Source: an optimization exercise on an open RTL-to-GDS flow (aim: small area, a short achievable clock period and few clock cycles). Production flows keep margins and buffers that such runs may drop.
The RTL was checked by simulation tests, not by an equivalence proof against the original design.
Power and IR drop assume default switching activity.

File: design.v
`timescale 1ns/1ps
module sample_capture (
    input  logic        clk,
    input  logic        rst_n,
    input  logic [11:0] adc_i_i,
    input  logic [11:0] adc_q_i,
    input  logic        adc_valid_i,
    input  logic        cfg_enable_i,
    input  logic        cfg_mode_i,
    output logic        adc_ready_o,
    output logic [7*15-1:0]  bus_i_o,
    output logic [7*15-1:0]  bus_q_o,
    output logic        m7_o,
    output logic        wrap_pass_o,
    output logic        flush_o,
    output logic        first_add_o,
    output logic        tap_valid_o,
    output logic [6:0]  tap_bin_o,
    output logic        tap_last_o
);
    logic [4:0] fl_cnt_q, fl_cnt_d;
    logic       flush_q, flush_d;
    logic       cap_q, cap_d;
    logic       m7_q, m7_d;
    logic [6:0] n_q, n_d;
    logic [6:0] cnt_q, cnt_d;
    logic       addlast_q, addlast_d;
    logic       first_add_q;
    logic       out_q, out_d;
    logic [6:0] obin_q, obin_d;
    logic       ready_q, ready_d;
    logic [2:0] vcnt_q;
    logic       accept_r, last_r, flush_r, m7_r, wrap_r, first_add_r;
    logic       tap_valid_r, tap_last_r;
    logic [6:0] tap_bin_r;
    logic [6:0] lm1, lm1_d;
    logic       out_last;
    logic       accept;
    logic       first;
    logic       last;
    logic       smode;
    assign adc_ready_o = cfg_enable_i && ready_q;
    assign accept      = adc_valid_i && adc_ready_o;
    assign first       = accept && !cap_q;
    assign lm1         = m7_q ? 7'd126 : 7'd30;
    assign last        = accept && cap_q && (n_q == lm1);
    assign smode       = cap_q ? m7_q : cfg_mode_i;
    assign out_last    = out_q && (obin_q == lm1);
    always_comb begin
        flush_d  = flush_q && (fl_cnt_q != 5'd15);
        fl_cnt_d = flush_q ? fl_cnt_q + 1'b1 : fl_cnt_q;
        cap_d    = first ? 1'b1 : (last ? 1'b0 : cap_q);
        m7_d     = first ? cfg_mode_i : m7_q;
        n_d      = first ? 7'd1 : (accept ? n_q + 1'b1 : n_q);
        cnt_d    = (accept || cnt_q == lm1) ? 7'd0 : cnt_q + 1'b1;
        addlast_d = last;
        if (addlast_q) begin
            out_d  = 1'b1;
            obin_d = 7'd0;
        end else begin
            out_d  = out_q && (obin_q != lm1);
            obin_d = out_q ? obin_q + 1'b1 : obin_q;
        end
        lm1_d   = m7_d ? 7'd126 : 7'd30;
        ready_d = (cap_d && cnt_d == 7'd0) ||
                  (!cap_d && !addlast_d && (!out_d || obin_d == lm1_d) &&
                   (!flush_d || fl_cnt_d == 5'd15));
    end
    always_ff @(posedge clk or negedge rst_n) begin
        if (!rst_n) begin
            fl_cnt_q    <= '0;
            flush_q     <= 1'b1;
            cap_q       <= 1'b0;
            m7_q        <= 1'b0;
            n_q         <= '0;
            cnt_q       <= '0;
            addlast_q   <= 1'b0;
            first_add_q <= 1'b0;
            out_q       <= 1'b0;
            obin_q      <= '0;
            ready_q     <= 1'b0;
            vcnt_q      <= '0;
            accept_r    <= 1'b0;
            last_r      <= 1'b0;
            flush_r     <= 1'b1;
            m7_r        <= 1'b0;
            wrap_r      <= 1'b0;
            first_add_r <= 1'b0;
            tap_valid_r <= 1'b0;
            tap_last_r  <= 1'b0;
            tap_bin_r   <= '0;
        end else begin
            fl_cnt_q    <= fl_cnt_d;
            flush_q     <= flush_d;
            cap_q       <= cap_d;
            m7_q        <= m7_d;
            n_q         <= n_d;
            cnt_q       <= cnt_d;
            addlast_q   <= addlast_d;
            first_add_q <= first;
            out_q       <= out_d;
            obin_q      <= obin_d;
            ready_q     <= ready_d;
            vcnt_q      <= last_r ? 3'd5 : (vcnt_q != 3'd0 ? vcnt_q - 1'b1 : 3'd0);
            accept_r    <= accept;
            last_r      <= last;
            flush_r     <= flush_q;
            m7_r        <= m7_q;
            wrap_r      <= cap_q || addlast_q;
            first_add_r <= first_add_q;
            tap_valid_r <= out_q;
            tap_last_r  <= out_last;
            tap_bin_r   <= obin_q;
        end
    end
    logic [11:0] ui_r, uq_r;
    always_ff @(posedge clk) begin
        ui_r <= {~adc_i_i[11], adc_i_i[10:0]};
        uq_r <= {~adc_q_i[11], adc_q_i[10:0]};
    end
    logic [11:0] ui, uq;
    assign ui = accept_r ? ui_r : 12'd0;
    assign uq = accept_r ? uq_r : 12'd0;
    logic        step;
    assign step  = accept_r || (vcnt_q != 3'd0);
    logic [11:0] p1i_q, p1q_q;
    logic [12:0] p2i_q, p2q_q;
    logic [13:0] p3i_q, p3q_q, p4i_q, p4q_q;
    logic [14:0] p5i_q, p5q_q;
    logic [11:0] w1i, w1q;
    logic [12:0] w2i, w2q;
    logic [13:0] w3i, w3q, w4i, w4q;
    logic [14:0] w5i, w5q, w6i, w6q;
    assign w1i = ui;
    assign w1q = uq;
    assign w2i = {1'b0, ui} + {1'b0, p1i_q};
    assign w2q = {1'b0, uq} + {1'b0, p1q_q};
    assign w3i = {2'b0, ui} + {1'b0, p2i_q};
    assign w3q = {2'b0, uq} + {1'b0, p2q_q};
    assign w4i = {2'b0, ui} + p3i_q;
    assign w4q = {2'b0, uq} + p3q_q;
    assign w5i = {3'b0, ui} + {1'b0, p4i_q};
    assign w5q = {3'b0, uq} + {1'b0, p4q_q};
    assign w6i = {3'b0, ui} + p5i_q;
    assign w6q = {3'b0, uq} + p5q_q;
    always_ff @(posedge clk) begin
        if (step) begin
            p1i_q <= w1i; p2i_q <= w2i; p3i_q <= w3i; p4i_q <= w4i; p5i_q <= w5i;
            p1q_q <= w1q; p2q_q <= w2q; p3q_q <= w3q; p4q_q <= w4q; p5q_q <= w5q;
        end else if (flush_r) begin
            p1i_q <= '0; p2i_q <= '0; p3i_q <= '0; p4i_q <= '0; p5i_q <= '0;
            p1q_q <= '0; p2q_q <= '0; p3q_q <= '0; p4q_q <= '0; p5q_q <= '0;
        end
    end
    logic [14:0] wzi [7], wzq [7];
    assign wzi[0] = '0;              assign wzq[0] = '0;
    assign wzi[1] = {3'b0, w1i};     assign wzq[1] = {3'b0, w1q};
    assign wzi[2] = {2'b0, w2i};     assign wzq[2] = {2'b0, w2q};
    assign wzi[3] = {1'b0, w3i};     assign wzq[3] = {1'b0, w3q};
    assign wzi[4] = {1'b0, w4i};     assign wzq[4] = {1'b0, w4q};
    assign wzi[5] = w5i;             assign wzq[5] = w5q;
    assign wzi[6] = w6i;             assign wzq[6] = w6q;
    logic [7*15-1:0] bus_i_q, bus_q_q;
    always_ff @(posedge clk) begin
        for (int k = 1; k <= 6; k++) begin
            bus_i_q[k*15 +: 15] <= step ? wzi[k] : 15'd0;
            bus_q_q[k*15 +: 15] <= step ? wzq[k] : 15'd0;
        end
    end
    assign bus_i_o = {bus_i_q[7*15-1:15], 15'd0};
    assign bus_q_o = {bus_q_q[7*15-1:15], 15'd0};
    assign m7_o        = m7_r;
    assign wrap_pass_o = wrap_r;
    assign flush_o     = flush_r;
    assign first_add_o = first_add_r;
    assign tap_valid_o = tap_valid_r;
    assign tap_bin_o   = tap_bin_r;
    assign tap_last_o  = tap_last_r;
endmodule
`timescale 1ns/1ps
`timescale 1ns/1ps
`timescale 1ns/1ps
module corr_engine #(
    parameter int W = 18
) (
    input  logic          clk,
    input  logic [7*15-1:0]  bus_i,
    input  logic [7*15-1:0]  bus_q,
    input  logic          m7_i,
    input  logic          wrap_pass_i,
    input  logic          flush_i,
    output logic [W-1:0]  tap_i_o,
    output logic [W-1:0]  tap_q_o
);
    localparam logic [1015:0] TAB = 1016'h00000000000000000000007600000000007500000000007400710000007300000000007200000073007100000072000000710071000072000000000071000000007400000000007300007200007200007100007100710000710000000071000000000300000130000210010000100110000000024000007200710001002100;
    localparam int K1 = 6;
    localparam int K2 = 12;
    logic [127*W-1:0] ri, rq;
    logic [126:0]     p1i, p1q, p2i, p2q;
    genvar d, b;
    generate
        for (d = 0; d < 127; d++) begin : g_pos
            localparam int J  = (d == 126) ? 0 : d + 1;
            localparam int BA = TAB[8*J +: 4];
            localparam int BB = TAB[8*J+4 +: 4];
            logic [14:0]  bi, bq;
            logic [W-1:0] vi, vq;
            logic [W-1:0] si, sq;
            logic         c1i, c1q, c2i, c2q;
            logic [W-1:0] ni, nq;
            logic         n1i, n1q, n2i, n2q;
            assign vi = ri[J*W +: W];
            assign vq = rq[J*W +: W];
            if (BA != 0 || BB != 0) begin : g_add
                if (BB == 7) begin : g_both
                    assign bi = bus_i[BA*15 +: 15];
                    assign bq = bus_q[BA*15 +: 15];
                end else begin : g_gated
                    assign bi = (m7_i ? bus_i[BA*15 +: 15] : 15'd0) | (m7_i ? 15'd0 : bus_i[BB*15 +: 15]);
                    assign bq = (m7_i ? bus_q[BA*15 +: 15] : 15'd0) | (m7_i ? 15'd0 : bus_q[BB*15 +: 15]);
                end
                logic [W:0] kci, kcq;
                for (b = 0; b < W; b++) begin : g_bit
                    logic xi, xq, cini, cinq, hi_, hq_;
                    assign xi   = (b < 15) ? bi[b] : 1'b0;
                    assign xq   = (b < 15) ? bq[b] : 1'b0;
                    assign cini = (b == 0) ? 1'b0 : (b == K1) ? p1i[J] : (b == K2) ? p2i[J] : kci[b];
                    assign cinq = (b == 0) ? 1'b0 : (b == K1) ? p1q[J] : (b == K2) ? p2q[J] : kcq[b];
                    assign hi_  = vi[b] ^ xi;
                    assign hq_  = vq[b] ^ xq;
                    assign si[b]    = hi_ ^ cini;
                    assign sq[b]    = hq_ ^ cinq;
                    assign kci[b+1] = (vi[b] & xi) | (cini & hi_);
                    assign kcq[b+1] = (vq[b] & xq) | (cinq & hq_);
                end
                assign kci[0] = 1'b0;
                assign kcq[0] = 1'b0;
                assign c1i = kci[K1];
                assign c1q = kcq[K1];
                assign c2i = kci[K2];
                assign c2q = kcq[K2];
            end else begin : g_pass
                assign si  = vi;
                assign sq  = vq;
                assign c1i = p1i[J];
                assign c1q = p1q[J];
                assign c2i = p2i[J];
                assign c2q = p2q[J];
            end
            if (d == 126) begin : g_wrap7
                logic keep;
                assign keep = m7_i && wrap_pass_i;
                assign ni  = keep ? si : '0;
                assign nq  = keep ? sq : '0;
                assign n1i = keep & c1i;
                assign n1q = keep & c1q;
                assign n2i = keep & c2i;
                assign n2q = keep & c2q;
            end else if (d == 30) begin : g_wrap5
                logic w5;
                assign w5  = wrap_pass_i && !m7_i;
                assign ni  = m7_i ? si : (w5 ? ri[0 +: W] : '0);
                assign nq  = m7_i ? sq : (w5 ? rq[0 +: W] : '0);
                assign n1i = m7_i ? c1i : (w5 & p1i[0]);
                assign n1q = m7_i ? c1q : (w5 & p1q[0]);
                assign n2i = m7_i ? c2i : (w5 & p2i[0]);
                assign n2q = m7_i ? c2q : (w5 & p2q[0]);
            end else if (d == 110 || d == 94 || d == 78 || d == 62 || d == 46 || d == 14) begin : g_clr
                logic keep;
                if (d == 14) begin : g_f
                    assign keep = !flush_i;
                end else begin : g_m
                    assign keep = m7_i;
                end
                assign ni  = keep ? si : '0;
                assign nq  = keep ? sq : '0;
                assign n1i = keep & c1i;
                assign n1q = keep & c1q;
                assign n2i = keep & c2i;
                assign n2q = keep & c2q;
            end else begin : g_plain
                assign ni  = si;
                assign nq  = sq;
                assign n1i = c1i;
                assign n1q = c1q;
                assign n2i = c2i;
                assign n2q = c2q;
            end
            always_ff @(posedge clk) begin
                ri[d*W +: W] <= ni;
                rq[d*W +: W] <= nq;
                p1i[d]       <= n1i;
                p1q[d]       <= n1q;
                p2i[d]       <= n2i;
                p2q[d]       <= n2q;
            end
        end
    endgenerate
    assign tap_i_o = ri[0 +: W] + {{(W-K2-1){1'b0}}, p2i[0], {(K2-K1-1){1'b0}}, p1i[0], {K1{1'b0}}};
    assign tap_q_o = rq[0 +: W] + {{(W-K2-1){1'b0}}, p2q[0], {(K2-K1-1){1'b0}}, p1q[0], {K1{1'b0}}};
endmodule
`timescale 1ns/1ps
module peak_detector (
    input  logic                        clk,
    input  logic                        rst_n,
    input  logic [19:0]                 c_i_i,
    input  logic [19:0]                 c_q_i,
    input  logic [7-1:0]     bin_i,
    input  logic                        valid_i,
    input  logic                        last_i,
    input  logic [24-1:0]      cfg_threshold_i,
    output logic signed [24-1:0] corr_i_o,
    output logic signed [24-1:0] corr_q_o,
    output logic [7-1:0]     corr_bin_o,
    output logic                        corr_valid_o,
    output logic                        corr_last_o,
    output logic [24-1:0]      det_mag_o,
    output logic [7-1:0]     det_bin_o,
    output logic                        det_valid_o,
    output logic [16-1:0]  det_count_o
);
    logic [18:0] ri_q, rq_q;
    logic [19:0]        mag_q;
    logic [19:0]        ai, aq;
    logic               hit;
    assign ai = c_i_i ^ {20{c_i_i[19]}};
    assign aq = c_q_i ^ {20{c_q_i[19]}};
    always_ff @(posedge clk) begin
        ri_q       <= c_i_i[18:0];
        rq_q       <= c_q_i[18:0];
        mag_q      <= ai + aq + {19'd0, c_i_i[19]} + {19'd0, c_q_i[19]};
        corr_bin_o <= bin_i;
        corr_last_o <= last_i;
    end
    always_ff @(posedge clk or negedge rst_n) begin
        if (!rst_n) corr_valid_o <= 1'b0;
        else        corr_valid_o <= valid_i;
    end
    assign corr_i_o = {{5{ri_q[18]}}, ri_q};
    assign corr_q_o = {{5{rq_q[18]}}, rq_q};
    assign hit = corr_valid_o && ({4'd0, mag_q} > cfg_threshold_i);
    always_ff @(posedge clk or negedge rst_n) begin
        if (!rst_n) begin
            det_valid_o <= 1'b0;
            det_count_o <= '0;
        end else begin
            det_valid_o <= hit;
            if (hit) det_count_o <= det_count_o + 1'b1;
        end
    end
    always_ff @(posedge clk) begin
        det_mag_o <= {4'd0, mag_q};
        det_bin_o <= corr_bin_o;
    end
endmodule
`timescale 1ns/1ps
module prbs_corr_top (
    input  logic                       clk,
    input  logic                       rst_n,
    input  logic signed [12-1:0] adc_i_i,
    input  logic signed [12-1:0] adc_q_i,
    input  logic                       adc_valid_i,
    output logic                       adc_ready_o,
    input  logic                       cfg_enable_i,
    input  logic                       cfg_mode_i,
    input  logic [24-1:0]     cfg_threshold_i,
    output logic signed [24-1:0] corr_i_o,
    output logic signed [24-1:0] corr_q_o,
    output logic [7-1:0]    corr_bin_o,
    output logic                       corr_valid_o,
    output logic                       corr_last_o,
    output logic [24-1:0]     det_mag_o,
    output logic [7-1:0]    det_bin_o,
    output logic                       det_valid_o,
    output logic [16-1:0] det_count_o
);
    localparam int W = 18;
    logic [7*15-1:0]  bus_i, bus_q;
    logic        m7, wrap_pass, flush, first_add;
    logic        tap_valid, tap_last;
    logic [6:0]  tap_bin;
    logic [W-1:0] tap_i, tap_q;
    sample_capture u_sample_capture (
        .clk          (clk),
        .rst_n        (rst_n),
        .adc_i_i      (adc_i_i),
        .adc_q_i      (adc_q_i),
        .adc_valid_i  (adc_valid_i),
        .cfg_enable_i (cfg_enable_i),
        .cfg_mode_i   (cfg_mode_i),
        .adc_ready_o  (adc_ready_o),
        .bus_i_o      (bus_i),
        .bus_q_o      (bus_q),
        .m7_o         (m7),
        .wrap_pass_o  (wrap_pass),
        .flush_o      (flush),
        .first_add_o  (first_add),
        .tap_valid_o  (tap_valid),
        .tap_bin_o    (tap_bin),
        .tap_last_o   (tap_last)
    );
    corr_engine #(.W(W)) u_corr_engine (
        .clk         (clk),
        .bus_i       (bus_i),
        .bus_q       (bus_q),
        .m7_i        (m7),
        .wrap_pass_i (wrap_pass),
        .flush_i     (flush),
        .tap_i_o     (tap_i),
        .tap_q_o     (tap_q)
    );
    logic [18:0] s_i_q, s_q_q;
    always_ff @(posedge clk) begin
        s_i_q <= (first_add ? 19'd0 : s_i_q) + {7'd0, bus_i[15 +: 12]};
        s_q_q <= (first_add ? 19'd0 : s_q_q) + {7'd0, bus_q[15 +: 12]};
    end
    logic [W-1:0] t_i_q, t_q_q;
    logic [6:0]   t_bin_q;
    logic         t_last_q;
    logic         t_valid_q;
    always_ff @(posedge clk) begin
        t_i_q    <= tap_i;
        t_q_q    <= tap_q;
        t_bin_q  <= tap_bin;
        t_last_q <= tap_last;
    end
    logic [19:0] c_i_q, c_q_q;
    logic [6:0]  c_bin_q;
    logic        c_last_q;
    logic        c_valid_q;
    always_ff @(posedge clk) begin
        c_i_q    <= {1'b0, s_i_q} - {1'b0, t_i_q, 1'b0} - 20'd2048;
        c_q_q    <= {1'b0, s_q_q} - {1'b0, t_q_q, 1'b0} - 20'd2048;
        c_bin_q  <= t_bin_q;
        c_last_q <= t_last_q;
    end
    always_ff @(posedge clk or negedge rst_n) begin
        if (!rst_n) begin
            t_valid_q <= 1'b0;
            c_valid_q <= 1'b0;
        end else begin
            t_valid_q <= tap_valid;
            c_valid_q <= t_valid_q;
        end
    end
    peak_detector u_peak_detector (
        .clk             (clk),
        .rst_n           (rst_n),
        .c_i_i           (c_i_q),
        .c_q_i           (c_q_q),
        .bin_i           (c_bin_q),
        .valid_i         (c_valid_q),
        .last_i          (c_last_q),
        .cfg_threshold_i (cfg_threshold_i),
        .corr_i_o        (corr_i_o),
        .corr_q_o        (corr_q_o),
        .corr_bin_o      (corr_bin_o),
        .corr_valid_o    (corr_valid_o),
        .corr_last_o     (corr_last_o),
        .det_mag_o       (det_mag_o),
        .det_bin_o       (det_bin_o),
        .det_valid_o     (det_valid_o),
        .det_count_o     (det_count_o)
    );
endmodule
File: constraint.sdc
create_clock -name core_clock -period 8.0 [get_ports {clk}]
set_input_delay 1.6000 -clock core_clock [delete_from_list [all_inputs] [get_ports {clk}]]
set_output_delay 1.6000 -clock core_clock [all_outputs]
set_load 0.01 [all_outputs]
File: run.sh
#!/bin/bash
# synth_recipe.tcl (not shown) runs the flow's synth.tcl, then flattens the netlist and writes it again
# the make line also repeats each setting of config.mk as NAME=value (left out here)
make -C /OpenROAD-flow-scripts/flow DESIGN_CONFIG=/design/flow/config.mk WORK_HOME=/design/flow/orfs CLKGATE_MAP_FILE= SYNTH_SCRIPT=/design/flow/synth_recipe.tcl finish
File: config.mk
export PLATFORM = sky130hd
export DESIGN_NAME = prbs_corr_top
export DESIGN_NICKNAME = prbs_corr_top
export VERILOG_FILES = /design/flow/design.v
export SDC_FILE = /design/flow/constraint.sdc
export NUM_CORES = 4
export LEC_CHECK = 0
export CAP_MARGIN = 20
export CORE_MARGIN = 2
export CORE_UTILIZATION = 60
export CTS_CLUSTER_DIAMETER = 150
export CTS_CLUSTER_SIZE = 24
export PLACE_DENSITY = 0.72
export SETUP_SLACK_MARGIN = 4.5
export SLEW_MARGIN = 20
==> results.yml, run 1 <==
outcome:
  status: "timing/DRC/antenna clean"
detailed_routing:
  num_vias: 69400
  wl_per_cell_um: 18.5
  initialDrtViolationCount: 3512
  wirelength_um: 271000
  ant_nets: 0
  viasPerCell: 4.74
  drc_errors: 0
  drt_pass1_iterations: 5
synthesis:
  syn_inst: 10600
  yosys.area_share.simple_pct: 3.82
  synth_cell_type_count: 68
  ys_seq_elements: 5699
  postSynth.asyncResetShare_pct: 1.23
  synth_fa_ha_area_share_pct: 16.4
  muxShareOfSynthArea_pct: 0.167
  synth.cell_area_um2: 159000
  synth-compound-area-share_pct: 2.03
  yosysSeqAreaShare_pct: 72.6
  ys.flop_type: "dfxtp_1"
  synth_edf_count: 136
  synth-xor-area-share_pct: 1.64
  yosys_warnings: 6
  syn_area_per_cell_um2: 15.0
  synth_top_family_by_area: "adder cells"
sta:
  clock_skew_ns: 0.0482
  period_share_pct: 44.1
  grt_setup_unrepaired: "yes"
  drv_slew: 0
  period_needed_ns: 3.53
  hold_viol: 0
  relSlewSlack_pct: 31.1
  setup_viol: 0
  max_freq_ghz: 0.283
  tns_ns: 0
  worst_pin_slew_ns: 1.03
  whs_ns: 0.303
floorplan:
  coreArea_um2: 265000
  start_util_pct: 60.2
  fp.dieW_um: 519
  ios: 159
  die_h_um: 519
  dieArea_um2: 270000
  std_cell_rows: 189
cts:
  cts_root_buf: "clkbuf_16"
  cts_buffers: 287
  clk_latency_ns: 0.94
  cts_buffer_depth: 4
  cts.sink_count: 5699
  cts_tree: "yes"
  hold_buffers: 0
  htree_levels: 5
  clkTransAtPathRegs_ns: 0.09
placement:
  portBuffers: 154
  dp_cells: 14200
  dp.final_hpwl_um: 182000
  gp_congestion: 0.852
critical_path:
  cp_top_family: "buffers and inverters"
  crit_top_cell: "buf_6"
  critPathKind: "in2out"
  cp_cell_sequence: "buf_6 -> and2_4 -> buf_6"
  cpPeakStageDelay_ns: 0.13
  start_kind: "input port"
  worstPathBufferInverterCount: 2
  cp-end-kind: "output port"
  cp_slowest_cell: "and2_4"
  critical_path.max_fanout: 2
  cp.required_ns: 6.40
  arrival_ns: 1.93
finish:
  drive_above_1_share_pct: 6.11
  multi_input_area_um2: 39000
  final_util_pct: 66.0
  fin_cells: 14600
  nets: 12700
  area_growth_pct: 9.50
  nFillCells: 18400
  regArea_um2: 116000
pwr:
  peakVddDrop_v: 0.000277
  p_leak_nw: 78.7
  powerDensity_nw_per_um2: 368
global_routing:
  grt_antenna_before_repair: 13
  track_usage_pct: 20.4
  grt_pass1_wl_um: 421000
  grt.overflow.total: 0
  grt_max_degree: 79
  grt_pass1_vias: 76000
flow_run:
  max_cap_viol_count: 0
min_path:
  hp-class: "reg2reg"
[final timing paths]
kind / startpoint / slack, ns / cells after the start / to
worst max-delay path: cfg_enable_i / 4.47 / 3 / adc_ready_o
worst min-delay path: u_corr_engine.ri[2120]$_DFF_P_ / 0.30 / 0 / u_corr_engine.ri[2102]$_DFF_P_
worst max register to register: u_sample_capture.m7_r$_DFF_PN0_ / 4.50 / 15 / u_corr_engine.rq[173]$_DFF_P_
worst min register to register: u_corr_engine.ri[2120]$_DFF_P_ / 0.30 / 0 / u_corr_engine.ri[2102]$_DFF_P_
max in group asynchronous: rst_n / 6.23 / 2 / u_peak_detector.det_count_o[2]$_DFFE_PN0P_
min in group asynchronous: rst_n / 0.55 / 1 / u_sample_capture.fl_cnt_q[3]$_DFF_PN0_
[metal layers]
| layer | wire (um) | track usage, % | part of all wire, % | vias to the layer above |
|---|---|---|---|---|
| met5 | 13 | 0 | 0.0048 | - |
| met4 | 7210 | 5.46 | 2.7 | 2 |
| met3 | 8500 | 2.49 | 3.1 | 428 |
| met2 | 136000 | 36.2 | 50 | 933 |
| met1 | 119000 | 26.7 | 44 | 34600 |
| li1 | - | - | - | 33400 |
[area by class of cell]
type                       count  area share [%]
clock buffer                 341            4.28
antenna                        6         0.00860
timing repair buffer         271            1.73
sequential                  5699            66.4
tap                         3533            2.53
multi-input combinational   3540            22.4
clock inverter                 6          0.0430
inverter                    1249            2.69
[cell usage in the layout, fill, tap and decap left out, types with 53 or more instances in the layout]
cell type,instances
and2_1,295
nand2b_1,53
clkdlybuf4s50_1,111
fa_2,88
dfrtp_1,56
a21o_1,55
xnor2_1,107
o21ai_0,91
and3_1,79
ha_1,669
nor2b_1,108
inv_1,1218
dfxtp_1,5469
xor2_1,191
nand2_1,173
buf_4,79
nor2_1,199
a21oi_1,132
clkbuf_16,295
fa_1,803
nor3_1,74
edfxtp_1,136
[registers in the layout (all words and copies together) (netlist names), 18 cells and up]
| register | cells |
|---|---|
| u_sample_capture.bus_i_q | 83 |
| u_peak_detector.rq_q | 19 |
| u_corr_engine.p2i | 127 |
| u_peak_detector.ri_q | 19 |
| u_corr_engine.rq | 2286 |
| s_q_q | 19 |
| u_peak_detector.det_mag_o | 20 |
| u_peak_detector.mag_q | 20 |
| s_i_q | 19 |
| u_corr_engine.p1q | 127 |
| t_q_q | 18 |
| c_i_q | 20 |
| c_q_q | 20 |
| u_corr_engine.ri | 2286 |
| u_corr_engine.p2q | 127 |
| u_sample_capture.bus_q_q | 83 |
| u_corr_engine.p1i | 127 |
| t_i_q | 18 |
[synthesized netlist by cell type, types with 26 or more instances]
| cell | number | area share [%] |
|---|---|---|
| dfxtp_1 | 5493 | 69 |
| inv_1 | 1249 | 2.9 |
| fa_1 | 891 | 11 |
| ha_1 | 670 | 5.3 |
| and2_1 | 301 | 1.2 |
| nor2_1 | 199 | 0.47 |
| xor2_1 | 192 | 1.1 |
| nand2_1 | 183 | 0.43 |
| a21oi_1 | 148 | 0.46 |
| edfxtp_1 | 136 | 2.6 |
| nor2b_1 | 116 | 0.46 |
| o21ai_0 | 112 | 0.35 |
| xnor2_1 | 107 | 0.59 |
| clkbuf_1 | 87 | 0.20 |
| and3_1 | 79 | 0.31 |
| nor3_1 | 74 | 0.23 |
| dfrtp_1 | 68 | 1.1 |
| nand2b_1 | 63 | 0.25 |
| a21o_1 | 55 | 0.26 |
| nand3_1 | 48 | 0.15 |
| a31oi_1 | 31 | 0.12 |
| a22o_1 | 26 | 0.14 |
[cell families (layout without fill, tap and decap cells)]
logic type,after synthesis,count (layout)
buf+inv,1368,1867
simple gates,1145,1145
compound gates,506,506
fa+ha+maj,1561,1561
flops,5699,5699
xor+xnor,299,299
other cells,1,10
mux,25,25
[metrics by stage]
step	area [um^2]	total power, mW	setup WS, ns
2_1_floorplan	159000	44.9	4.49
3_3_place_gp	165000	48.5	3.03
3_5_place_dp	165000	49.1	3.25
4_1_cts	174000	64.5	4.42
5_1_grt	175000	67.7	4.37
6_report	175000	64.2	4.47
[power breakdown]
group,internal (mW),switching (mW)
Clock,6.63,8.24
Sequential,36.2,3.03
Combinational,4.47,5.62
Total,47.3,16.9
[repair_timing]
action	4_1_cts	5_1_grt
pin swaps	13	58
buffers inserted	40	23
endpoints found under the setup margin	422	148
gates resized for setup	184	168
cloned	10	4
Testbench counts, summed over its fixed seeds: cycles 6,954.
==> run 2, diff against run 1 <==
--- a/design.v
+++ b/design.v
@@ -416,12 +416,2 @@
     end
-    logic [W-1:0] t_i_q, t_q_q;
-    logic [6:0]   t_bin_q;
-    logic         t_last_q;
-    logic         t_valid_q;
-    always_ff @(posedge clk) begin
-        t_i_q    <= tap_i;
-        t_q_q    <= tap_q;
-        t_bin_q  <= tap_bin;
-        t_last_q <= tap_last;
-    end
     logic [19:0] c_i_q, c_q_q;
@@ -431,15 +421,10 @@
     always_ff @(posedge clk) begin
-        c_i_q    <= {1'b0, s_i_q} - {1'b0, t_i_q, 1'b0} - 20'd2048;
-        c_q_q    <= {1'b0, s_q_q} - {1'b0, t_q_q, 1'b0} - 20'd2048;
-        c_bin_q  <= t_bin_q;
-        c_last_q <= t_last_q;
+        c_i_q    <= {1'b0, s_i_q} - {1'b0, tap_i, 1'b0} - 20'd2048;
+        c_q_q    <= {1'b0, s_q_q} - {1'b0, tap_q, 1'b0} - 20'd2048;
+        c_bin_q  <= tap_bin;
+        c_last_q <= tap_last;
     end
     always_ff @(posedge clk or negedge rst_n) begin
-        if (!rst_n) begin
-            t_valid_q <= 1'b0;
-            c_valid_q <= 1'b0;
-        end else begin
-            t_valid_q <= tap_valid;
-            c_valid_q <= t_valid_q;
-        end
+        if (!rst_n) c_valid_q <= 1'b0;
+        else        c_valid_q <= tap_valid;
     end
--- a/config.mk
+++ b/config.mk
@@ -9,7 +9,7 @@
 export CORE_MARGIN = 2
-export CORE_UTILIZATION = 60
+export CORE_UTILIZATION = 65
 export CTS_CLUSTER_DIAMETER = 150
-export CTS_CLUSTER_SIZE = 24
-export PLACE_DENSITY = 0.72
-export SETUP_SLACK_MARGIN = 4.5
+export CTS_CLUSTER_SIZE = 20
+export PLACE_DENSITY = 0.76
+export SETUP_SLACK_MARGIN = 4.45
 export SLEW_MARGIN = 20
==> run 2 against run 1 <==
  * Still clean on timing, DRC and antenna
  * Clock power grew 7%
  * Combinational power grew 9%
  * First-iteration DRC count grew 4.0%
  * Highest routed layer unchanged
==> results.yml, run 2 <==
placement:
  dp_slack_ns: 3.62
  dp.final_hpwl_um: 182000
  gp_congestion: 0.870
  place_area_um2: 164000
  portBuffers: 154
  dp_cells: 13800
finish:
  regArea_um2: 115000
  multi_input_area_um2: 39100
  nFillCells: 15200
  nets: 12500
  drive_above_1_share_pct: 5.62
  final_cell_area_um2: 174000
  layout_commonest_cell: "dfxtp_1"
  reg_top3: "u_corr_engine.ri (2286), u_corr_engine.rq (2286)"
  area_growth_pct: 9.58
  layout_common_cells: "dfxtp_1 (5,427), inv_1 (1,179), fa_1 (808)"
  fin_cells: 14200
detailed_routing:
  initialDrtViolationCount: 3654
  viasPerCell: 4.88
  ant_nets: 0
  drt_pass1_iterations: 7
  drc_errors: 0
  wl_per_cell_um: 19.4
  wirelength_um: 275000
  num_vias: 69300
critical_path:
  critPathKind: "in2out"
  arrival_ns: 1.92
  cp_slowest_cell: "and2_4"
  cp-end-kind: "output port"
  r2r_cells: 13
  cp.required_ns: 6.40
  cpPeakStageDelay_ns: 0.13
  critical_path.max_fanout: 2
  start_kind: "input port"
  cp_cell_sequence: "clkbuf_2 -> and2_4 -> buf_6"
global_routing:
  use_met2_pct: 40.3
  track_usage_pct: 22.7
  grt.overflow.total: 0
  grt_pass1_vias: 76300
  grtUsageMet3_pct: 2.65
  grt_max_degree: 70
  busiest_layer: "met2"
  met1_usage_pct: 29.0
  grt_antenna_before_repair: 18
  grt_pass1_wl_um: 429000
floorplan:
  fp.dieW_um: 498
  dieArea_um2: 248000
  start_util_pct: 65.3
  coreArea_um2: 243000
  die_h_um: 498
  ios: 159
  std_cell_rows: 181
synthesis:
  yosys.area_share.simple_pct: 3.90
  syn_inst: 10500
  synth_top_area_cell: "dfxtp_1"
  synth_cell_type_count: 79
  yosysMostFrequentCell: "dfxtp_1"
  synth_edf_count: 136
  muxShareOfSynthArea_pct: 0.178
  yosys_warnings: 6
  ys.flop_type: "dfxtp_1"
  yosysSeqAreaShare_pct: 72.5
  synth_fa_ha_area_share_pct: 16.5
  synth_top_area_share_pct: 68.8
  ys_top_cells_by_area: "dfxtp_1 (69%), fa_1 (11%), ha_1 (5.3%)"
  synth_top_family_by_area: "adder cells"
  synth-xor-area-share_pct: 1.76
  postSynth.asyncResetShare_pct: 1.22
  synthTopCellsByCount: "dfxtp_1 (5,449), inv_1 (1,183), fa_1 (891)"
  synth-compound-area-share_pct: 2.01
  synth.cell_area_um2: 158000
  syn_area_per_cell_um2: 15.1
  ys_seq_elements: 5654
sta:
  tns_ns: 0
  max_freq_ghz: 0.284
  whs_ns: 0.287
  relSlewSlack_pct: 30.3
  timing.final.ws_setup_ns: 4.48
  drv_slew: 0
  period_needed_ns: 3.52
  grt_setup_unrepaired: "yes"
  clock_skew_ns: 0.0860
  setup_viol: 0
  period_share_pct: 44.0
  hold_viol: 0
  worst_pin_slew_ns: 1.05
cts:
  clk_latency_ns: 0.97
  htree_levels: 5
  cts_buffer_depth: 4
  cts_buffers: 332
  clkTransAtPathRegs_ns: 0.08
  hold_buffers: 0
  cts_tree: "yes"
  cts_root_buf: "clkbuf_16"
  cts.sink_count: 5654
pwr:
  peakVddDrop_v: 0.000267
  p_leak_nw: 78.2
  powerDensity_nw_per_um2: 384
min_path:
  whs_path_depth: 0
  hp-class: "reg2reg"
outcome:
  status: "timing/DRC/antenna clean"
flow_run:
  max_cap_viol_count: 0
run 2: changes by cell type after synthesis, sizes merged, moves of 14 or more:
| cell | delta |
|---|---|
| xnor2 | +16 |
| a21oi | -16 |
| o21a | +18 |
| nor2 | +34 |
| and3 | -15 |
| a31oi | -21 |
| dfxtp | -44 |
| inv | -64 |
| nand2 | -71 |
| and2 | +18 |
| a22o | +14 |
| nor2b | +23 |
run 2: final timing paths:
kind / from / to / slack [ns]
max: cfg_enable_i / adc_ready_o / 4.48
min: u_corr_engine.ri[2055]$_DFF_P_ / u_corr_engine.ri[2037]$_DFF_P_ / 0.29
max reg2reg: u_sample_capture.m7_r$_DFF_PN0_ / u_corr_engine.ri[5]$_DFF_P_ / 4.51
min reg2reg: u_corr_engine.ri[2055]$_DFF_P_ / u_corr_engine.ri[2037]$_DFF_P_ / 0.29
max in group asynchronous: rst_n / u_sample_capture.m7_r$_DFF_PN0_ / 6.36
min in group asynchronous: rst_n / u_peak_detector.det_valid_o$_DFF_PN0_ / 0.87
run 2: layout make-up:
cell class | count | share of cell area, %
antenna | 12 | 0.0173
clock buffer | 386 | 4.96
clock inverter | 10 | 0.0591
inverter | 1185 | 2.56
multi-input combinational | 3533 | 22.5
sequential | 5654 | 66.2
tap | 3202 | 2.31
timing repair buffer | 222 | 1.39
run 2: per-layer routing:
metal,vias up,share of wire (%)
li1,33100,-
met2,1014,51
met5,-,0.0069
met1,34700,42
met3,476,3.0
met4,4,3.5
run 2: worst max-delay path, delay by kind of cell:
kind,cells,cell delay (ns)
simple gates,1,0.13
buf+inv,2,0.19
run 2: cell families (layout without fill, tap and decap cells):
group                    after synthesis  in the layout
AO/OA/AOI/OAI                        483            483
flip-flops                          5654           5654
AND/OR/NAND/NOR                     1141           1141
other                                  1             16
buffers and inverters               1299           1803
multiplexers                          26             26
XOR/XNOR                             318            318
adder cells (fa/ha/maj)             1561           1561
run 2: timing repair:
item                                    in CTS  in global routing
pin swaps                                    4                 15
gates cloned                                 6                  2
setup buffers                               14                  8
gates resized for setup                    114                 95
endpoints found under the setup margin     315                113
run 2: per-stage QoR:
stage	utilization (%)	total power, mW
after floorplan	-	45.9
after CTS	71.4	67.0
after global routing	71.5	70.1
final	71.5	66.6
after detailed placement	67.5	50.5
after global placement	67.5	49.9
run 2: report_power, final:
group          switching [mW]  internal, mW  leakage [nW]  total, mW
Combinational            6.25          4.73          27.2       11.0
Clock                    8.42          7.60          4.26       16.0
Sequential               3.19          36.4          46.8       39.6
Testbench counts of run 2, summed over its fixed seeds: cycles 6,948.
==> run 3, diff against run 2 <==
--- a/design.v
+++ b/design.v
@@ -103,3 +103,3 @@
             ready_q     <= ready_d;
-            vcnt_q      <= last_r ? 3'd5 : (vcnt_q != 3'd0 ? vcnt_q - 1'b1 : 3'd0);
+            vcnt_q      <= last_r ? 3'd3 : (vcnt_q != 3'd0 ? vcnt_q - 1'b1 : 3'd0);
             accept_r    <= accept;
@@ -127,4 +127,3 @@
     logic [12:0] p2i_q, p2q_q;
-    logic [13:0] p3i_q, p3q_q, p4i_q, p4q_q;
-    logic [14:0] p5i_q, p5q_q;
+    logic [13:0] p3i_q, p3q_q;
     logic [11:0] w1i, w1q;
@@ -132,3 +131,2 @@
     logic [13:0] w3i, w3q, w4i, w4q;
-    logic [14:0] w5i, w5q, w6i, w6q;
     assign w1i = ui;
@@ -141,16 +139,12 @@
     assign w4q = {2'b0, uq} + p3q_q;
-    assign w5i = {3'b0, ui} + {1'b0, p4i_q};
-    assign w5q = {3'b0, uq} + {1'b0, p4q_q};
-    assign w6i = {3'b0, ui} + p5i_q;
-    assign w6q = {3'b0, uq} + p5q_q;
     always_ff @(posedge clk) begin
         if (step) begin
-            p1i_q <= w1i; p2i_q <= w2i; p3i_q <= w3i; p4i_q <= w4i; p5i_q <= w5i;
-            p1q_q <= w1q; p2q_q <= w2q; p3q_q <= w3q; p4q_q <= w4q; p5q_q <= w5q;
+            p1i_q <= w1i; p2i_q <= w2i; p3i_q <= w3i;
+            p1q_q <= w1q; p2q_q <= w2q; p3q_q <= w3q;
         end else if (flush_r) begin
-            p1i_q <= '0; p2i_q <= '0; p3i_q <= '0; p4i_q <= '0; p5i_q <= '0;
-            p1q_q <= '0; p2q_q <= '0; p3q_q <= '0; p4q_q <= '0; p5q_q <= '0;
+            p1i_q <= '0; p2i_q <= '0; p3i_q <= '0;
+            p1q_q <= '0; p2q_q <= '0; p3q_q <= '0;
         end
     end
-    logic [14:0] wzi [7], wzq [7];
+    logic [14:0] wzi [5], wzq [5];
     assign wzi[0] = '0;              assign wzq[0] = '0;
@@ -160,7 +154,5 @@
     assign wzi[4] = {1'b0, w4i};     assign wzq[4] = {1'b0, w4q};
-    assign wzi[5] = w5i;             assign wzq[5] = w5q;
-    assign wzi[6] = w6i;             assign wzq[6] = w6q;
-    logic [7*15-1:0] bus_i_q, bus_q_q;
+    logic [5*15-1:0] bus_i_q, bus_q_q;
     always_ff @(posedge clk) begin
-        for (int k = 1; k <= 6; k++) begin
+        for (int k = 1; k <= 4; k++) begin
             bus_i_q[k*15 +: 15] <= step ? wzi[k] : 15'd0;
@@ -169,4 +161,4 @@
     end
-    assign bus_i_o = {bus_i_q[7*15-1:15], 15'd0};
-    assign bus_q_o = {bus_q_q[7*15-1:15], 15'd0};
+    assign bus_i_o = {30'd0, bus_i_q[5*15-1:15], 15'd0};
+    assign bus_q_o = {30'd0, bus_q_q[5*15-1:15], 15'd0};
     assign m7_o        = m7_r;
@@ -194,3 +186,3 @@
 );
-    localparam logic [1015:0] TAB = 1016'h00000000000000000000007600000000007500000000007400710000007300000000007200000073007100000072000000710071000072000000000071000000007400000000007300007200007200007100007100710000710000000071000000000300000130000210010000100110000000024000007200710001002100;
+    localparam logic [1015:0] TAB = 1016'h00000000000000720000007400710000007400000000007400710000007300000000007200000073007100000072000000710071000072000000000071000000007400000000007300007200007200007100007100710000710000000071000000000300000130000210010000100110000000024000007200710001002100;
     localparam int K1 = 6;
==> run 3 against run 2 <==
  * Cell count fell by 2.5%
  * Still clean on timing, DRC and antenna
  * Largest cell class unchanged
  * Critical path type unchanged
  * Highest routed layer is now met4
  * Clock-buffer cell count fell by 22
  * Largest power group unchanged
  * First-iteration DRC count fell by 9.7%
==> results.yml, run 3 <==
placement:
  gp_congestion: 0.847
  dp.final_hpwl_um: 176000
  place_area_um2: 160000
  portBuffers: 154
critical_path:
  r2r_cells: 12
  cp_cell_sequence: "buf_6 -> and2_4 -> buf_6"
  cp_top_family: "buffers and inverters"
  cpPeakStageDelay_ns: 0.12
  start_kind: "input port"
  cp-end-kind: "output port"
  cp_slowest_cell: "and2_4"
  crit_top_cell: "buf_6"
  worstPathBufferInverterCount: 2
  cp.required_ns: 6.40
  critical_path_cell_count: 3
  critPathKind: "in2out"
  arrival_ns: 1.93
  critical_path.max_fanout: 2
  rr_startpoint: "u_sample_capture.m7_r$_DFF_PN0_"
  critical_path.startpoint: "cfg_enable_i"
synthesis:
  synth_top_area_share_pct: 69.8
  synth_top_area_cell: "dfxtp_1"
  synth_top_family_by_area: "adder cells"
  synth-xor-area-share_pct: 1.58
  yosysMostFrequentCell: "dfxtp_1"
  postSynth.asyncResetShare_pct: 1.25
  syn_inst: 10200
  muxShareOfSynthArea_pct: 0.167
  yosys.area_share.simple_pct: 3.71
  synth-compound-area-share_pct: 1.68
  ys_top_cells_by_area: "dfxtp_1 (70%), fa_1 (12%), ha_1 (5.2%)"
  synth_edf_count: 78
  ys_seq_elements: 5536
  syn_area_per_cell_um2: 15.2
  synthTopCellsByCount: "dfxtp_1 (5,389), inv_1 (1,195), fa_1 (929)"
  yosysSeqAreaShare_pct: 72.4
  synth_cell_type_count: 78
  yosys_warnings: 6
  synth_fa_ha_area_share_pct: 17.3
  synth.cell_area_um2: 155000
  ys.flop_type: "dfxtp_1"
finish:
  regArea_um2: 112000
  nets: 12300
  reg_top3: "u_corr_engine.ri (2286), u_corr_engine.rq (2286)"
  layout_commonest_cell: "dfxtp_1"
  nFillCells: 14800
  multi_input_area_um2: 38100
  area_growth_pct: 9.69
  drive_above_1_share_pct: 5.79
  layout_common_cells: "dfxtp_1 (5,369), inv_1 (1,188), fa_1 (832)"
  final_cell_area_um2: 170000
global_routing:
  grt_pass1_vias: 73100
  busiest_layer: "met2"
  track_usage_pct: 22.5
  grtUsageMet3_pct: 2.51
  met1_usage_pct: 29.1
  grt_max_degree: 141
  use_met2_pct: 40.1
  grt.overflow.total: 0
  grt_antenna_before_repair: 7
  grt_pass1_wl_um: 415000
cts:
  cts_tree: "yes"
  clk_latency_ns: 0.94
  cts.sink_count: 5536
  htree_levels: 5
  clkTransAtPathRegs_ns: 0.08
  cts_root_buf: "clkbuf_16"
  cts_buffers: 326
  cts_buffer_depth: 4
detailed_routing:
  viasPerCell: 4.79
  ant_nets: 0
  drt_pass1_iterations: 6
  num_vias: 66300
  wl_per_cell_um: 19.1
  wirelength_um: 265000
  drc_errors: 0
  initialDrtViolationCount: 3300
floorplan:
  std_cell_rows: 179
  ios: 159
  dieArea_um2: 242000
  die_h_um: 492
  start_util_pct: 65.2
  coreArea_um2: 237000
  fp.dieW_um: 492
sta:
  drv_slew: 0
  period_needed_ns: 3.53
  max_freq_ghz: 0.283
  worst_pin_slew_ns: 1.06
  tns_ns: 0
  relSlewSlack_pct: 29.6
  grt_setup_unrepaired: "yes"
  clock_skew_ns: 0.0664
  hold_viol: 0
  period_share_pct: 44.1
  setup_viol: 0
pwr:
  peakVddDrop_v: 0.000333
  p_leak_nw: 77.0
  powerDensity_nw_per_um2: 371
  p_total_mw: 62.9
min_path:
  whs_path_depth: 0
  hp-class: "reg2reg"
  hold_start: "u_corr_engine.ri[2269]$_SDFF_PN0_"
outcome:
  status: "timing/DRC/antenna clean"
flow_run:
  max_cap_viol_count: 0
run 3: metrics by stage:
stage | std cells | hold slack [ns] | setup slack, ns | util (%)
floorplan | 10200 | 0.310 | 4.41 | -
global placement | 13400 | 0.310 | 3.26 | 67.4
detailed placement | 13400 | 0.312 | 3.22 | 67.4
CTS | 13800 | 0.300 | 4.42 | 71.3
global route | 13800 | 0.300 | 4.38 | 71.5
finish | 13800 | 0.298 | 4.47 | 71.5
run 3: area by class of cell:
class / count / area share [%]
flip-flops and latches: 5536 / 66.0
diodes: 3 / 0.00443
clock buffers: 364 / 4.94
well taps: 3167 / 2.34
inverters: 1195 / 2.65
multi-input cells: 3341 / 22.4
repair buffers: 230 / 1.48
clock inverters: 11 / 0.0989
run 3: cell families after synthesis:
family	count (synthesis)
buffers and inverters	1302
other	1
muxes	23
and+or+nand+nor	1069
AOI/OAI and AO/OA	391
adders and majority gates	1575
DFF	5536
xor gates and xnor gates	279
run 3: per-layer routing:
layer | vias to the layer above | wire [um]
met4 | 0 | 7780
li1 | 31900 | -
met3 | 443 | 6920
met5 | - | 0
met1 | 33100 | 114000
met2 | 849 | 136000
run 3: path summary, 6_finish.rpt:
check,to,slack (ns)
max,adc_ready_o,4.47
min,u_corr_engine.ri[2251]$_DFF_P_,0.30
max reg2reg,u_corr_engine.ri[11]$_DFF_P_,4.49
min reg2reg,u_corr_engine.ri[2251]$_DFF_P_,0.30
max in group asynchronous,u_sample_capture.m7_r$_DFF_PN0_,6.44
min in group asynchronous,u_sample_capture.fl_cnt_q[2]$_DFF_PN0_,0.89
run 3: report_power, final:
group / switching (mW) / internal (mW) / leakage, nW
combinational: 5.13 / 4.10 / 27.1
clock: 8.28 / 7.46 / 4.18
sequential: 2.83 / 35.0 / 45.8
total: 16.2 / 46.6 / 77.0
run 3: worst reg2reg max path: stages, from the launching register on:
cell and delay, ns:
dfrtp_4 0.48, buf_6 0.16, buf_12 0.18, buf_4 0.15
buf_4 0.15, mux2_2 0.36, fa_2 0.40, fa_2 0.39
fa_1 0.43, inv_2 0.09, fa_2 0.21, fa_1 0.42
inv_1 0.06
run 3: repair_timing:
item,in CTS,in global routing
setup buffers,25,14
cloned,7,2
pin swaps,1,3
gates resized for setup,125,98
hold buffers,0,0
setup endpoints to repair,385,79
Testbench counts of run 3, summed over its fixed seeds: cycles 6,948.
==> run 4, diff against run 3 <==
--- a/config.mk
+++ b/config.mk
@@ -15 +15,2 @@
 export SLEW_MARGIN = 20
+export TNS_END_PERCENT = 30
==> run 4 against run 3 <==
  * Still clean on timing, DRC and antenna
  * Sequential share of layout area barely moved
  * Power barely moved
  * Via count barely moved
  * Sequential cell count did not move
  * First-iteration DRC count shrank 2.3%
  * Clock skew barely moved
  * Cell area about the same
  * Utilization about the same
  * Critical path depth increased by 4
  * Synthesized cell count unchanged
  * Clock-buffer cell count unchanged
  * Largest cell class unchanged
==> results.yml, run 4 <==
outcome:
  status: "timing/DRC/antenna clean"
finish:
  nFillCells: 14800
  layout_common_cells: "dfxtp_1 (5,373), inv_1 (1,191), fa_1 (861)"
  layout_commonest_cell: "dfxtp_1"
  drive_above_1_share_pct: 5.52
  final_cell_area_um2: 170000
  nets: 12300
  area_growth_pct: 9.66
  reg_top3: "u_corr_engine.ri (2286), u_corr_engine.rq (2286)"
synthesis:
  postSynth.asyncResetShare_pct: 1.25
  ys.flop_type: "dfxtp_1"
  syn_area_per_cell_um2: 15.2
  synthTopCellsByCount: "dfxtp_1 (5,389), inv_1 (1,195), fa_1 (929)"
  synth.cell_area_um2: 155000
  synth_cell_type_count: 78
  ys_seq_elements: 5536
  yosys_warnings: 6
  synth_top_area_share_pct: 69.8
  ys_top_cells_by_area: "dfxtp_1 (70%), fa_1 (12%), ha_1 (5.2%)"
  yosysMostFrequentCell: "dfxtp_1"
  synth_top_area_cell: "dfxtp_1"
  yosysSeqAreaShare_pct: 72.4
  synth_edf_count: 78
  syn_inst: 10200
detailed_routing:
  initialDrtViolationCount: 3224
  num_vias: 66300
  wirelength_um: 265000
  drt_pass1_iterations: 5
  viasPerCell: 4.79
  ant_nets: 0
  wl_per_cell_um: 19.1
  drc_errors: 0
global_routing:
  grt_antenna_before_repair: 8
  track_usage_pct: 22.5
  grt_pass1_wl_um: 414000
  grt_pass1_vias: 72900
  grt.overflow.total: 0
  grt_max_degree: 141
critical_path:
  cp.required_ns: 8.88
  critPathKind: "reg2reg"
  cp_cell_sequence: "buf_4 -> fa_1 -> fa_1 -> fa_1 -> fa_2 -> fa_1 -> fa_1"
  r2r_cells: 7
  cp_slowest_cell: "fa_1"
  r2r-end: "u_corr_engine.ri[929]$_DFF_P_"
  reg2reg_slack_ns: 4.41
  start_kind: "flop"
  critical_path.max_fanout: 6
  crit_top_cell: "fa_1"
  critical_path.startpoint: "u_sample_capture.bus_i_q[36]$_SDFF_PN0_"
  rr_startpoint: "u_sample_capture.bus_i_q[36]$_SDFF_PN0_"
  cp-end-kind: "flop"
  cpPeakStageDelay_ns: 0.53
  endpoint: "u_corr_engine.ri[929]$_DFF_P_"
  arrival_ns: 4.46
sta:
  period_share_pct: 44.8
  hold_viol: 0
  max_freq_ghz: 0.279
  setup_viol: 0
  worst_pin_slew_ns: 1.06
  tns_ns: 0
  grt_setup_unrepaired: "yes"
  relSlewSlack_pct: 29.5
  clock_skew_ns: 0.0663
  drv_slew: 0
  period_needed_ns: 3.59
  whs_ns: 0.297
cts:
  htree_levels: 5
  hold_buffers: 0
  cts_buffer_depth: 4
  clkTransAtPathRegs_ns: 0.09
  cts_tree: "yes"
  cts.sink_count: 5536
  clk_latency_ns: 0.94
  cts_root_buf: "clkbuf_16"
  cts_buffers: 326
pwr:
  p_sw_mw: 16.2
  sw_frac_of_total_pct: 25.8
  pwr-share-comb_pct: 14.7
  powerDensity_nw_per_um2: 371
  intPower_mw: 46.6
  power_frac_seq_pct: 60.3
  peakVddDrop_v: 0.000333
  p_leak_nw: 77.1
  pwr-share-clk_pct: 25.1
floorplan:
  std_cell_rows: 179
  die_h_um: 492
  start_util_pct: 65.2
  ios: 159
  fp.dieW_um: 492
  dieArea_um2: 242000
  coreArea_um2: 237000
placement:
  portBuffers: 154
  gp_congestion: 0.847
  dp.final_hpwl_um: 176000
  place_area_um2: 160000
flow_run:
  max_cap_viol_count: 0
min_path:
  hp-class: "reg2reg"
## run 4: cell count changes in the layout (fill, tap and decap cells not counted), sizes merged
cell,previous run,this run
dlymetal6s2s,1,8
clkinvlp,3,2
inv,1199,1200
buf,70,77
clkbuf,366,365
dlygate4sd2,36,6
clkdlybuf4s50,114,137
## run 4: worst min-delay path by stage
stage                                           to                         startpoint  depth (start not counted)  slack [ns]
floorplan           u_corr_engine.p1i[101]$_DFF_P_     u_corr_engine.p1i[102]$_DFF_P_                          0        0.31
global placement    u_corr_engine.rq[2013]$_DFF_P_     u_corr_engine.rq[2031]$_DFF_P_                          0        0.31
detailed placement  u_corr_engine.p1i[119]$_DFF_P_     u_corr_engine.p1i[120]$_DFF_P_                          0        0.31
CTS                 u_corr_engine.ri[2178]$_DFF_P_     u_corr_engine.ri[2196]$_DFF_P_                          0        0.30
global route        u_corr_engine.ri[2178]$_DFF_P_     u_corr_engine.ri[2196]$_DFF_P_                          0        0.30
finish              u_corr_engine.ri[2251]$_DFF_P_  u_corr_engine.ri[2269]$_SDFF_PN0_                          0        0.30
## run 4: routing by layer
metal  GRT usage (%)  routed length (um)
met3            2.51                7080
met5               0                   0
met1            29.0              114000
met2            40.1              136000
met4            6.28                7310
## run 4: kinds of logic (layout without fill, tap and decap cells)
group	count (synthesis)	after routing	share of synthesized area [%]
compound gates	391	391	1.68
xor+xnor	279	279	1.58
fa+ha+maj	1575	1575	17.3
buf+inv	1302	1806	3.20
flops	5536	5536	72.4
mux	23	23	0.167
other cells	1	7	0.00243
simple gates	1069	1069	3.71
## run 4: metrics by stage
step                setup WS (ns)  power, mW  std cells  util [%]
finish                       4.41       62.8      13900      71.5
global placement             3.26       46.4      13400      67.4
floorplan                    4.41       43.2      10200         -
global route                 4.34       66.0      13900      71.5
detailed placement           3.22       47.0      13400      67.4
CTS                          4.28       63.3      13800      71.3
## run 4: final cells by class
type | count | area, um^2 | share of cell area [%]
antenna | 3 | 7.51 | 0.00443
clock buffer | 364 | 8390 | 4.95
clock inverter | 11 | 168 | 0.0989
inverter | 1195 | 4490 | 2.65
multi-input combinational | 3341 | 38000 | 22.4
sequential | 5536 | 112000 | 66.1
tap | 3167 | 3960 | 2.34
timing repair buffer | 236 | 2550 | 1.51
## run 4: worst max-delay path, delay by kind of cell, from the launching register on
| kind | cells | cell delay (ns) |
|---|---|---|
| adder cells (fa/ha/maj) | 6 | 2.87 |
| buffers and inverters | 1 | 0.21 |
| flip-flops | 1 | 0.43 |
## run 4: repair_timing
action / CTS / global route
gates resized for setup: 64 / 95
setup endpoints to repair: 385 / 189
cloned: 7 / 1
pin swaps: 1 / 4
setup buffers: 13 / 33
## run 4: power groups by stage
stage,combinational (mW),clock (mW),sequential (mW)
finish,9.23,15.7,37.9
global route,10.4,17.1,38.5
CTS,9.24,16.1,38.0
detailed placement,8.59,0,38.4
global placement,8.26,0,38.2
floorplan,5.95,0,37.2
==> run 5, diff against run 4 <==
--- a/config.mk
+++ b/config.mk
@@ -11,3 +11,3 @@
 export CTS_CLUSTER_DIAMETER = 150
-export CTS_CLUSTER_SIZE = 20
+export CTS_CLUSTER_SIZE = 24
 export PLACE_DENSITY = 0.76
@@ -15,2 +15 @@
 export SLEW_MARGIN = 20
-export TNS_END_PERCENT = 30
==> run 5 against run 4 <==
  * Setup slack got worse by 0.019 ns
  * First-iteration DRC count rose by 0.93%
  * Via count fell by 0.43%
  * Register-to-register slack got worse by 0.02 ns
  * Critical path type unchanged
  * Highest routed layer unchanged
==> results.yml, run 5 <==
detailed_routing:
  drc_errors: 0
  num_vias: 66100
  viasPerCell: 4.79
  wirelength_um: 263000
  initialDrtViolationCount: 3254
  ant_nets: 0
  drt_pass1_iterations: 5
  wl_per_cell_um: 19.1
synthesis:
  yosys_warnings: 6
  ys_top_cells_by_area: "dfxtp_1 (70%), fa_1 (12%), ha_1 (5.2%)"
  synth.cell_area_um2: 155000
  yosysSeqAreaShare_pct: 72.4
  syn_inst: 10200
  postSynth.asyncResetShare_pct: 1.25
  synth_cell_type_count: 78
  syn_area_per_cell_um2: 15.2
  synth_top_area_share_pct: 69.8
  synth_top_area_cell: "dfxtp_1"
  ys.flop_type: "dfxtp_1"
  ys_seq_elements: 5536
  synthTopCellsByCount: "dfxtp_1 (5,389), inv_1 (1,195), fa_1 (929)"
  yosysMostFrequentCell: "dfxtp_1"
  synth_edf_count: 78
pwr:
  p_leak_nw: 76.5
  p_total_mw: 61.7
  peakVddDrop_v: 0.000297
  powerDensity_nw_per_um2: 366
cts:
  clkTransAtPathRegs_ns: 0.10
  cts_buffer_depth: 4
  clk_latency_ns: 0.96
  cts.sink_count: 5536
  cts_buffers: 280
  cts_root_buf: "clkbuf_16"
  htree_levels: 5
  hold_buffers: 0
  cts_tree: "yes"
global_routing:
  grt_antenna_before_repair: 10
  grt_pass1_wl_um: 411000
  track_usage_pct: 22.3
  grt_pass1_vias: 72500
  grt.overflow.total: 0
  grt_max_degree: 141
finish:
  nets: 12200
  reg_top3: "u_corr_engine.ri (2286), u_corr_engine.rq (2286)"
  layout_common_cells: "dfxtp_1 (5,368), inv_1 (1,189), fa_1 (857)"
  area_growth_pct: 8.91
  fin_cells: 13800
  layout_commonest_cell: "dfxtp_1"
  final_cell_area_um2: 168000
  drive_above_1_share_pct: 5.13
sta:
  hold_viol: 0
  clock_skew_ns: 0.0772
  setup_viol: 0
  worst_pin_slew_ns: 1.08
  period_share_pct: 45.1
  drv_slew: 0
  relSlewSlack_pct: 28.2
  max_freq_ghz: 0.277
  period_needed_ns: 3.61
  grt_setup_unrepaired: "yes"
  tns_ns: 0
critical_path:
  endpoint: "u_corr_engine.ri[1631]$_DFF_P_"
  reg2reg_slack_ns: 4.39
  cp.required_ns: 8.81
  r2r-end: "u_corr_engine.ri[1631]$_DFF_P_"
  arrival_ns: 4.41
  critical_path.startpoint: "u_sample_capture.bus_i_q[36]$_SDFF_PN0_"
  cp-end-kind: "flop"
  r2r_cells: 6
  start_kind: "flop"
  critPathKind: "reg2reg"
  rr_startpoint: "u_sample_capture.bus_i_q[36]$_SDFF_PN0_"
  critical_path.max_fanout: 9
placement:
  portBuffers: 154
  gp_congestion: 0.847
  place_area_um2: 160000
  dp_cells: 13400
  dp.final_hpwl_um: 176000
flow_run:
  max_cap_viol_count: 0
outcome:
  status: "timing/DRC/antenna clean"
floorplan:
  fp.dieW_um: 492
  coreArea_um2: 237000
  std_cell_rows: 179
  die_h_um: 492
  ios: 159
  dieArea_um2: 242000
  start_util_pct: 65.2
min_path:
  hp-class: "reg2reg"
  hold_start: "u_corr_engine.ri[530]$_DFF_P_"
  whs_path_depth: 0
run 5: cell counts after synthesis:
No cell type changed its count.
run 5: how the worst min path moves through the flow:
stage | end
CTS | u_corr_engine.ri[512]$_DFF_P_
detailed placement | u_corr_engine.p1i[119]$_DFF_P_
global placement | u_corr_engine.rq[2013]$_DFF_P_
global route | u_corr_engine.ri[512]$_DFF_P_
floorplan | u_corr_engine.p1i[101]$_DFF_P_
finish | u_corr_engine.ri[512]$_DFF_P_
run 5: timing repair:
action / 4_1_cts / 5_1_grt
gates resized for setup: 115 / 79
gates cloned: 7 / 3
endpoints found under the setup margin: 395 / 79
setup buffers: 30 / 7
pin swaps: 1 / 2
run 5: area by class of cell:
class	count	area [um^2]
Timing Repair Buffer	229	2520
Multi-Input combinational cell	3341	38000
Clock inverter	8	77.6
Sequential cell	5536	112000
Inverter	1195	4500
Antenna cell	4	10.0
Tap cell	3167	3960
Fill cell	15000	68800
Clock buffer	318	7320
run 5: metrics by stage:
step	utilization (%)	hold WS (ns)	setup slack [ns]
5_1_grt	71.0	0.296	4.32
6_report	71.0	0.296	4.39
2_1_floorplan	-	0.310	4.41
4_1_cts	70.8	0.289	4.42
3_3_place_gp	67.4	0.310	3.26
3_5_place_dp	67.4	0.312	3.22
run 5: power breakdown:
group	internal [mW]	switching [mW]
Sequential	35.0	2.82
Clock	6.52	8.05
Combinational	4.10	5.15
run 5: cell families after synthesis:
kind of cell | synth area share, %
AND/OR/NAND/NOR | 3.71
other | 0.00243
buffers and inverters | 3.20
XOR/XNOR | 1.58
flip-flops | 72.4
adder cells (fa/ha/maj) | 17.3
AO/OA/AOI/OAI | 1.68
multiplexers | 0.167
run 5: worst max-delay path: stages (launching register included):
cell,delay (ns)
dfxtp_4,0.44
fa_1,0.51
fa_1,0.51
fa_1,0.51
fa_1,0.48
fa_1,0.50
fa_1,0.51
run 5: layer usage:
layer / wire length, um / track usage [%] / part of all wire, %
met1: 114000 / 29.1 / 43
met2: 135000 / 39.6 / 51
met3: 7350 / 2.50 / 2.8
met4: 7590 / 6.35 / 2.9
met5: 0 / 0 / 0
==> run 6, diff against run 5 <==
--- a/config.mk
+++ b/config.mk
@@ -9,6 +9,6 @@
 export CORE_MARGIN = 2
-export CORE_UTILIZATION = 65
+export CORE_UTILIZATION = 70
 export CTS_CLUSTER_DIAMETER = 150
-export CTS_CLUSTER_SIZE = 24
-export PLACE_DENSITY = 0.76
+export CTS_CLUSTER_SIZE = 20
+export PLACE_DENSITY = 0.8
 export SETUP_SLACK_MARGIN = 4.45
==> run 6 against run 5 <==
  * Still clean
  * Critical endpoint is now u_corr_engine.ri[83]$_DFF_P_
  * Synthesized cell count did not move
  * Clock power increased by 9%
  * Largest cell class unchanged
  * Global-route usage rose by 4.7 points
==> results.yml, run 6 <==
detailed_routing:
  drc_errors: 0
  wl_per_cell_um: 21.6
  viasPerCell: 5.00
  initialDrtViolationCount: 3888
  wirelength_um: 294000
  num_vias: 68200
  ant_nets: 0
  drt_pass1_iterations: 5
sta:
  period_needed_ns: 3.54
  drv_slew: 0
  max_freq_ghz: 0.282
  timing.final.ws_setup_ns: 4.46
  setup_viol: 0
  hold_viol: 0
  worst_pin_slew_ns: 1.08
  relSlewSlack_pct: 28.0
  clock_skew_ns: 0.0627
  tns_ns: 0
  period_share_pct: 44.3
  grt_setup_unrepaired: "yes"
global_routing:
  grt_antenna_before_repair: 14
  grt.overflow.total: 0
  grt_max_degree: 78
  track_usage_pct: 27.0
  grt_pass1_vias: 77500
  grt_pass1_wl_um: 452000
floorplan:
  die_h_um: 474
  coreArea_um2: 220000
  dieArea_um2: 225000
  std_cell_rows: 172
  fp.dieW_um: 474
  start_util_pct: 70.4
  ios: 159
synthesis:
  ys_seq_elements: 5536
  syn_inst: 10200
  yosysMostFrequentCell: "dfxtp_1"
  synth_cell_type_count: 78
  ys.flop_type: "dfxtp_1"
  synth_top_area_share_pct: 69.8
  yosysSeqAreaShare_pct: 72.4
  ys_top_cells_by_area: "dfxtp_1 (70%), fa_1 (12%), ha_1 (5.2%)"
  synthTopCellsByCount: "dfxtp_1 (5,389), inv_1 (1,195), fa_1 (929)"
  syn_area_per_cell_um2: 15.2
  postSynth.asyncResetShare_pct: 1.25
  synth.cell_area_um2: 155000
  synth_edf_count: 78
  synth_top_area_cell: "dfxtp_1"
  yosys_warnings: 6
critical_path:
  start_kind: "flop"
  cp-end-kind: "flop"
  critical_path.max_fanout: 15
  critPathKind: "reg2reg"
  arrival_ns: 4.42
  cp.required_ns: 8.87
finish:
  final_cell_area_um2: 170000
  area_growth_pct: 9.66
  layout_common_cells: "dfxtp_1 (5,373), inv_1 (1,172), fa_1 (759)"
  fin_cells: 13600
  drive_above_1_share_pct: 6.60
  reg_top3: "u_corr_engine.ri (2286), u_corr_engine.rq (2286)"
  nets: 12300
  layout_commonest_cell: "dfxtp_1"
cts:
  clkTransAtPathRegs_ns: 0.08
  cts_buffer_depth: 4
  hold_buffers: 0
  cts_tree: "yes"
  htree_levels: 5
  cts.sink_count: 5536
  cts_root_buf: "clkbuf_16"
  clk_latency_ns: 0.95
  cts_buffers: 326
pwr:
  p_leak_nw: 76.9
  powerDensity_nw_per_um2: 376
  peakVddDrop_v: 0.000311
placement:
  dp.final_hpwl_um: 180000
  place_area_um2: 160000
  dp_slack_ns: 3.60
  portBuffers: 154
  dp_cells: 13200
  gp_congestion: 0.832
flow_run:
  max_cap_viol_count: 0
outcome:
  status: "timing/DRC/antenna clean"
min_path:
  hp-class: "reg2reg"
==> run 6: cell types whose count changed in the layout (fill, tap and decap cells not counted), moves of 4 or more <==
cell       previous run  this run
clkbuf_16           291       333
fa_2                 72       170
dfrtp_2               7         3
clkbuf_1             30        39
dfxtp_1            5368      5373
inv_2                 3        20
fa_1                857       759
inv_1              1189      1172
==> run 6: power by group <==
| part | switching (mW) | internal (mW) | total [mW] |
|---|---|---|---|
| logic | 5.47 | 4.24 | 9.71 |
| registers | 3.04 | 35.0 | 38.1 |
| clock network | 8.41 | 7.52 | 15.9 |
| total | 16.9 | 46.8 | 63.7 |
==> run 6: final timing paths <==
kind	start	to	slack (ns)	cells after the start
max in group asynchronous	rst_n	u_sample_capture.accept_r$_DFF_PN0_	6.40	2
setup reg to reg	u_sample_capture.bus_i_q[21]$_SDFF_PN0_	u_corr_engine.ri[83]$_DFF_P_	4.46	7
hold / removal	u_corr_engine.rq[418]$_DFF_P_	u_corr_engine.rq[400]$_DFF_P_	0.30	0
setup / recovery	u_sample_capture.bus_i_q[21]$_SDFF_PN0_	u_corr_engine.ri[83]$_DFF_P_	4.46	7
hold reg to reg	u_corr_engine.rq[418]$_DFF_P_	u_corr_engine.rq[400]$_DFF_P_	0.30	0
min in group asynchronous	rst_n	u_sample_capture.tap_valid_r$_DFF_PN0_	0.84	2
==> run 6: area by class of cell <==
type                       count  area (um^2)
antenna                        3         7.51
clock buffer                 372         8480
fill                       11800        50200
timing repair buffer         227         2510
sequential                  5536       112000
inverter                    1195         4500
clock inverter                 7         82.6
multi-input combinational   3341        38300
tap                         2958         3700
==> run 6: metal layers <==
layer	share of wire [%]	track usage (%)	vias to the layer above	wire length, um
met3	3.1	3.42	602	9190
met1	39	32.2	34400	116000
li1	-	-	31900	-
met2	53	49.5	1258	157000
met5	0	0	-	0
met4	4.2	10.6	0	12200
==> run 6: cell families (layout without fill, tap and decap cells) <==
kind of cell,Yosys count,after routing,share of synthesized area [%]
other,1,7,0.00243
multiplexers,23,23,0.167
AO/OA/AOI/OAI,391,391,1.68
AND/OR/NAND/NOR,1069,1069,3.71
buffers and inverters,1302,1801,3.20
adder cells (fa/ha/maj),1575,1575,17.3
flip-flops,5536,5536,72.4
XOR/XNOR,279,279,1.58
==> run 6: critical path, stage by stage (launching register included) <==
cell and delay (ns):
dfxtp_1 0.33, buf_8 0.18, fa_2 0.44, fa_1 0.46, fa_1 0.51, fa_1 0.48, fa_1 0.49, fa_1 0.54
==> run 6: per-stage QoR <==
stage	hold slack (ns)	utilization [%]	total power, mW
3_3_place_gp	0.310	72.7	46.4
2_1_floorplan	0.310	-	43.2
5_1_grt	0.309	77.2	66.5
4_1_cts	0.300	77.0	63.9
6_report	0.300	77.2	63.7
3_5_place_dp	0.312	72.7	47.2
==> run 6: repair_timing <==
| action | CTS | global route |
|---|---|---|
| setup buffers | 23 | 11 |
| gates cloned | 10 | 0 |
| pin swaps | 8 | 28 |
| setup endpoints to repair | 364 | 108 |
| resized for setup | 174 | 141 |

-- port drivers added, routing unchanged --
No port has a modelled driver above. Below, the same layouts with a new extraction and two added sets of constraints.
Step 1 assumes that a clkbuf_16 drives the clock port and a buf_2 every other input.
Step 2 adds t to the input delays and takes it off the output delays; t is the mean of the earliest and latest rising clock arrival at the registers after step 1. Input paths then give back, and output paths get back, about the clock's delay inside the block.
Three values: ideal, step 1, step 2; two values: the first two.
run	shift t [ns]	setup slack, ns	hold WS [ns]	worst data-port slew with drivers (ns)	pins driven straight from the clock port
run 1	1.002	4.468 / 4.430 / 3.711	0.303 / 0.303 / 0.303	0.05	1
run 2	1.023	4.483 / 4.437 / 3.771	0.287 / 0.287 / 0.287	0.16	1
run 3	1.002	4.469 / 4.427 / 3.842	0.298 / 0.298 / 0.298	0.07	1
run 4	1.000	4.414 / 4.333 / 3.859	0.297 / 0.297 / 0.297	0.07	1
run 5	1.012	4.395 / 4.395 / 3.861	0.296 / 0.296 / 0.296	0.07	1
run 6	1.015	4.456 / 4.426 / 3.886	0.300 / 0.300 / 0.300	0.08	1
After both steps setup and hold are still met in every run listed. For run 1, which loses most, drivers alone change the setup slack by -0.038 ns; drivers and shift together by -0.757 ns.
